This is an optimization exercise on Yosys and OpenROAD, whose aim is small area, a short achievable clock period and few clock cycles per item, not a production implementation. At most, simulation tests tie the RTL to the original design; equivalence was not proved.

// ignition_advance_curve_lookup
module ignition_advance_curve_lookup (
  input  logic        clk,
  input  logic        rst,
  input  logic        write_enable,
  input  logic [1:0]  write_index,
  input  logic [15:0] write_data,
  input  logic        in_valid,
  output logic        in_stall,
  input  logic [15:0] engine_speed,
  output logic        out_valid,
  input  logic        out_stall,
  output logic [11:0] spark_advance,
  output logic [1:0]  speed_region
);
  logic [11:0] cranking_advance;
  logic [11:0] top_advance;
  logic [15:0] cranking_speed_limit;
  always_ff @(posedge clk) begin
    if (rst) begin
      cranking_advance     <= 12'd50;
      top_advance          <= 12'd350;
      cranking_speed_limit <= 16'd500;
    end else if (write_enable) begin
      case (write_index)
        2'd0: cranking_advance     <= write_data[11:0];
        2'd1: top_advance          <= write_data[11:0];
        2'd2: cranking_speed_limit <= write_data;
        default: ;
      endcase
    end
  end
  logic        o2_full;
  logic        run;
  logic        en;
  logic [15:0] s;
  assign en       = run;
  assign in_stall = o2_full;
  assign s        = engine_speed;
  logic [13:0] s14;
  logic [15:0] therm;
  logic [14:0] oh;
  logic [1:0]  region;
  assign s14 = s[13:0];    
  assign therm[0] = 1'b1;
  assign therm[1] = (s14 >= 14'd1067);
  assign therm[2] = (s14 >= 14'd2134);
  assign therm[3] = (s14 >= 14'd3200);
  assign therm[4] = (s14 >= 14'd4267);
  assign therm[5] = (s14 >= 14'd5334);
  assign therm[6] = (s14 >= 14'd6400);
  assign therm[7] = (s14 >= 14'd7467);
  assign therm[8] = (s14 >= 14'd8534);
  assign therm[9] = (s14 >= 14'd9600);
  assign therm[10] = (s14 >= 14'd10667);
  assign therm[11] = (s14 >= 14'd11734);
  assign therm[12] = (s14 >= 14'd12800);
  assign therm[13] = (s14 >= 14'd13867);
  assign therm[14] = (s14 >= 14'd14934);
  assign therm[15] = 1'b0;
  assign oh = therm[14:0] & ~therm[15:1];
  always_comb begin
    if (s < cranking_speed_limit)  region = 2'd0;
  ...
Size: ~1300 cells after synthesis, ~180 flip-flops, roughly 55 I/O pins, about 10000 um2 of cells after synthesis.
Settings: LEC_CHECK=0, ABC_AREA=1, CAP_MARGIN=20, CORE_MARGIN=2, CORE_UTILIZATION=40, SETUP_SLACK_MARGIN=4.1, SLEW_MARGIN=20; clock period 7.0 ns.
run.sh (not shown) runs the stock make flow with config.mk's settings and CLKGATE_MAP_FILE= SYNTH_SCRIPT=/design/flow/synth_recipe.tcl, a recipe that flattens the netlist after the stock synthesis.
Testbench counts at the start, summed over its fixed seeds: cycles 9,640, items 9,600.
Then changed:
--- a/flow/design.v
+++ b/flow/design.v
@@ -501,13 +501,13 @@
   always_ff @(posedge clk) begin
     if (o_free) begin
       spark_advance <= o2_full ? o2_adv : adv;
       speed_region  <= o2_full ? o2_region : d_region;
     end
   end
   always_ff @(posedge clk) begin
-    if (!o2_full) begin
+    if (!o_free && !o2_full) begin
       o2_adv    <= adv;
       o2_region <= d_region;
     end
   end
 endmodule
The new run produced a clean layout; clock-buffer cell count does not change; via count shrinks by about 0.5%; final cell count shrinks by about 0.8%; fmax grows by about 0.45%; core utilization grows by 0.63 points; critical path depth shrinks by 5; worst setup slack improves by 0.013 ns; cell area grows by about 1.6%; synthesized area grows by 0.61%; worst hold slack hardly moves; synthesized cell count shrinks by 1.6%; global-route usage grows by 0.52 points.
Testbench counts after the change, summed over its fixed seeds: cycles 9,640, items 9,600.

## run a
ignition_advance_curve_lookup, a different RTL version from the one above (not shown whole).
For scale: about 1,300 cells after synthesis, roughly 180 flip-flops, roughly 55 I/O pins, ~10,000 um2 of cells after synthesis.
==> flow/design.v (excerpt) <==
module ignition_advance_curve_lookup (
  input  logic        clk,
  input  logic        rst,
  input  logic        write_enable,
  input  logic [1:0]  write_index,
  input  logic [15:0] write_data,
  input  logic        in_valid,
  output logic        in_stall,
  input  logic [15:0] engine_speed,
  output logic        out_valid,
  input  logic        out_stall,
  output logic [11:0] spark_advance,
  output logic [1:0]  speed_region
);
  logic [11:0] cranking_advance;
  logic [11:0] top_advance;
  logic [15:0] cranking_speed_limit;
  always_ff @(posedge clk) begin
    if (rst) begin
      cranking_advance     <= 12'd50;
      top_advance          <= 12'd350;
      cranking_speed_limit <= 16'd500;
    end else if (write_enable) begin
      case (write_index)
        2'd0: cranking_advance     <= write_data[11:0];
        2'd1: top_advance          <= write_data[11:0];
        2'd2: cranking_speed_limit <= write_data;
        default: ;
      endcase
    end
  end
  logic        o2_full;
  logic        run;
  logic        en;
  logic [15:0] s;
  assign en       = run;
  assign in_stall = o2_full;
  assign s        = engine_speed;
  logic [13:0] s14;
  logic [15:0] therm;
  logic [14:0] oh;
  logic [1:0]  region;
  assign s14 = s[13:0];    
  assign therm[0] = 1'b1;
  assign therm[1] = (s14 >= 14'd1067);
  assign therm[2] = (s14 >= 14'd2134);
  assign therm[3] = (s14 >= 14'd3200);
  assign therm[4] = (s14 >= 14'd4267);
  assign therm[5] = (s14 >= 14'd5334);
  assign therm[6] = (s14 >= 14'd6400);
  assign therm[7] = (s14 >= 14'd7467);
  assign therm[8] = (s14 >= 14'd8534);
  assign therm[9] = (s14 >= 14'd9600);
  assign therm[10] = (s14 >= 14'd10667);
  assign therm[11] = (s14 >= 14'd11734);
  assign therm[12] = (s14 >= 14'd12800);
  assign therm[13] = (s14 >= 14'd13867);
  assign therm[14] = (s14 >= 14'd14934);
  assign therm[15] = 1'b0;
  assign oh = therm[14:0] & ~therm[15:1];
  always_comb begin
    if (s < cranking_speed_limit)  region = 2'd0;
    else if (s >= 16'd16000)       region = 2'd2;
    else                           region = 2'd1;
  end
  ...
Settings: LEC_CHECK=0, ABC_AREA=1, CAP_MARGIN=20, CORE_MARGIN=2, CORE_UTILIZATION=40, SETUP_SLACK_MARGIN=4.1, SLEW_MARGIN=20; clock period 7.0 ns.
Relative to run a, the following input files were edited for run b:
--- a/flow/design.v
+++ b/flow/design.v
@@ -131,63 +131,62 @@
       4'd13: begin asel = 3'b001; bsel = 4'b0001; end
       4'd14: begin asel = 3'b000; bsel = 4'b0000; end
       default: begin asel = 3'b000; bsel = 4'b0000; end
     endcase
   end
   assign pa = ({15{asel[0]}} & 15'(b_delta)) | ({15{asel[1]}} & (15'(b_delta) << 1))
             | ({15{asel[2]}} & (15'(b_delta) << 2));
   assign pb = ({15{bsel[0]}} & (15'(b_delta) << 1)) | ({15{bsel[1]}} & (15'(b_delta) << 2))
             | ({15{bsel[2]}} & (15'(b_delta) << 3)) | ({15{bsel[3]}} & (15'(b_delta) << 4));
+  logic        c_valid;
+  logic [3:0]  c_seg;
+  logic [14:0] c_p;
+  logic [1:0]  c_region;
+  always_ff @(posedge clk) begin
+    if (rst)     c_valid <= 1'b0;
+    else if (en) c_valid <= b_valid;
+  end
+  always_ff @(posedge clk) begin
+    if (en) begin
+      c_seg    <= b_seg;
+      c_p      <= pa + pb;
+      c_region <= b_region;
+    end
+  end
   logic        w66, bneg;
-  logic [5:0]  s9, s10;
-  logic [6:0]  corr;
+  logic [16:0] v;
   always_comb begin
-    case (b_seg)
+    case (c_seg)
       4'd0: begin w66 = 1'b1; bneg = 1'b0; end
       4'd1: begin w66 = 1'b0; bneg = 1'b1; end
       4'd2: begin w66 = 1'b0; bneg = 1'b1; end
       4'd3: begin w66 = 1'b1; bneg = 1'b0; end
       4'd4: begin w66 = 1'b0; bneg = 1'b1; end
       4'd5: begin w66 = 1'b0; bneg = 1'b1; end
       4'd6: begin w66 = 1'b1; bneg = 1'b0; end
       4'd7: begin w66 = 1'b0; bneg = 1'b1; end
       4'd8: begin w66 = 1'b0; bneg = 1'b1; end
       4'd9: begin w66 = 1'b1; bneg = 1'b0; end
       4'd10: begin w66 = 1'b0; bneg = 1'b1; end
       4'd11: begin w66 = 1'b0; bneg = 1'b1; end
       4'd12: begin w66 = 1'b1; bneg = 1'b0; end
       4'd13: begin w66 = 1'b0; bneg = 1'b0; end
       4'd14: begin w66 = 1'b0; bneg = 1'b0; end
       default: begin w66 = 1'b0; bneg = 1'b0; end
     endcase
   end
-  assign s9   = 6'(pa[14:9]) + 6'(pb[14:9]);
-  assign s10  = 6'(pa[14:10]) + 6'(pb[14:10]);
-  assign corr = w66 ? 7'(s9) + 7'(s10) : 7'd0 - 7'(s10) - (bneg ? 7'd4 : 7'd0);
-  logic        c_valid;
-  logic [3:0]  c_seg;
-  logic [14:0] c_p;
-  logic [6:0]  c_corr;
-  logic [1:0]  c_region;
-  always_ff @(posedge clk) begin
-    if (rst)     c_valid <= 1'b0;
-    else if (en) c_valid <= b_valid;
-  end
-  always_ff @(posedge clk) begin
-    if (en) begin
-      c_seg    <= b_seg;
-      c_p      <= pa + pb;
-      c_corr   <= corr;
-      c_region <= b_region;
-    end
-  end
-  logic [16:0] v;
-  assign v = {c_p, 2'b00} + {{10{c_corr[6]}}, c_corr};
+  logic [16:0] x0, x1, x2, vs, vc;
+  assign x0 = {c_p, 2'b00};
+  assign x1 = w66 ? 17'(c_p[14:9]) : (bneg ? 17'h1fffe : 17'd1);
+  assign x2 = w66 ? 17'(c_p[14:10]) : ~(17'(c_p[14:10]));
+  assign vs = x0 ^ x1 ^ x2;
+  assign vc = ((x0 & x1) | (x0 & x2) | (x1 & x2)) << 1;
+  assign v  = vs + vc;
   logic        d_valid;
   logic [3:0]  d_seg;
   logic [7:0]  d_y;
   logic [1:0]  d_region;
   always_ff @(posedge clk) begin
     if (rst)     d_valid <= 1'b0;
     else if (en) d_valid <= c_valid;
   end
   always_ff @(posedge clk) begin
==> comparison <==
Across run b and run a, none had a timing, DRC or antenna violation. The higher met3 track demand over resource came out of run a. On run b: share of synthesized cell area in and, or, nand and nor gates is 0.72 points lower than what run a gave. Compared with run a, in run b total number of tap cells barely changed, global routing met1 resource utilization moved down. Min final layout net count across run b and run a: run a. Multi-input logic area: run b > run a. Cell type of the slowest stage on the worst timing path = fa_2: run a; cell type of the slowest stage on the worst timing path = fa_1: run b. Endpoint arrival time on the critical path (run b over run a): increase, 390 ps. Run a → run b: post-route clock period utilization rose by 3.6 points. Diff run a -> run b: final worst slack saw a decrease; minimum period implied by the final worst setup slack saw an increase; transition time at the pin with the least slew margin saw an increase; floorplan core area saw an increase.
No run of this note included a check of the RTL's function; only the layout flow was run.

## static timing again, ports no longer ideal
The results above use ideal ports. As a check the final layouts listed here were re-extracted and re-timed, cells and wires unchanged.
Step 1 (the two cells are an assumption about what drives the block):
set clk [get_ports {clk}]
set_driving_cell -lib_cell sky130_fd_sc_hd__clkbuf_16 $clk
set_driving_cell -lib_cell sky130_fd_sc_hd__buf_2 [delete_from_list [all_inputs] $clk]
Step 2, shift: input delay + t, output delay - t, t = (earliest + latest rising clock arrival at the registers) / 2. This alone moves slack from input paths to output paths.
a / b / c = no drivers / after step 1 / after step 2; a / b = the first two.
| run | t, ns | setup slack, ns | worst setup path after step 2 | pins driven straight from the clock port |
|---|---|---|---|---|
| the first run of note 1 | 0.479 | 4.066 / 4.066 / 3.783 | input to register | 1 |
| the second run of note 1 | 0.486 | 4.080 / 4.080 / 3.743 | input to register | 1 |
| run a | 0.473 | 4.008 / 4.008 / 3.732 | input to register | 1 |
| run b | 0.478 | 3.755 / 3.755 / 3.721 | input to register | 1 |
After both steps every run listed still meets setup and hold. For the second run of note 1, which loses most, drivers alone change the setup slack by 0.000 ns; drivers and shift together by -0.337 ns.
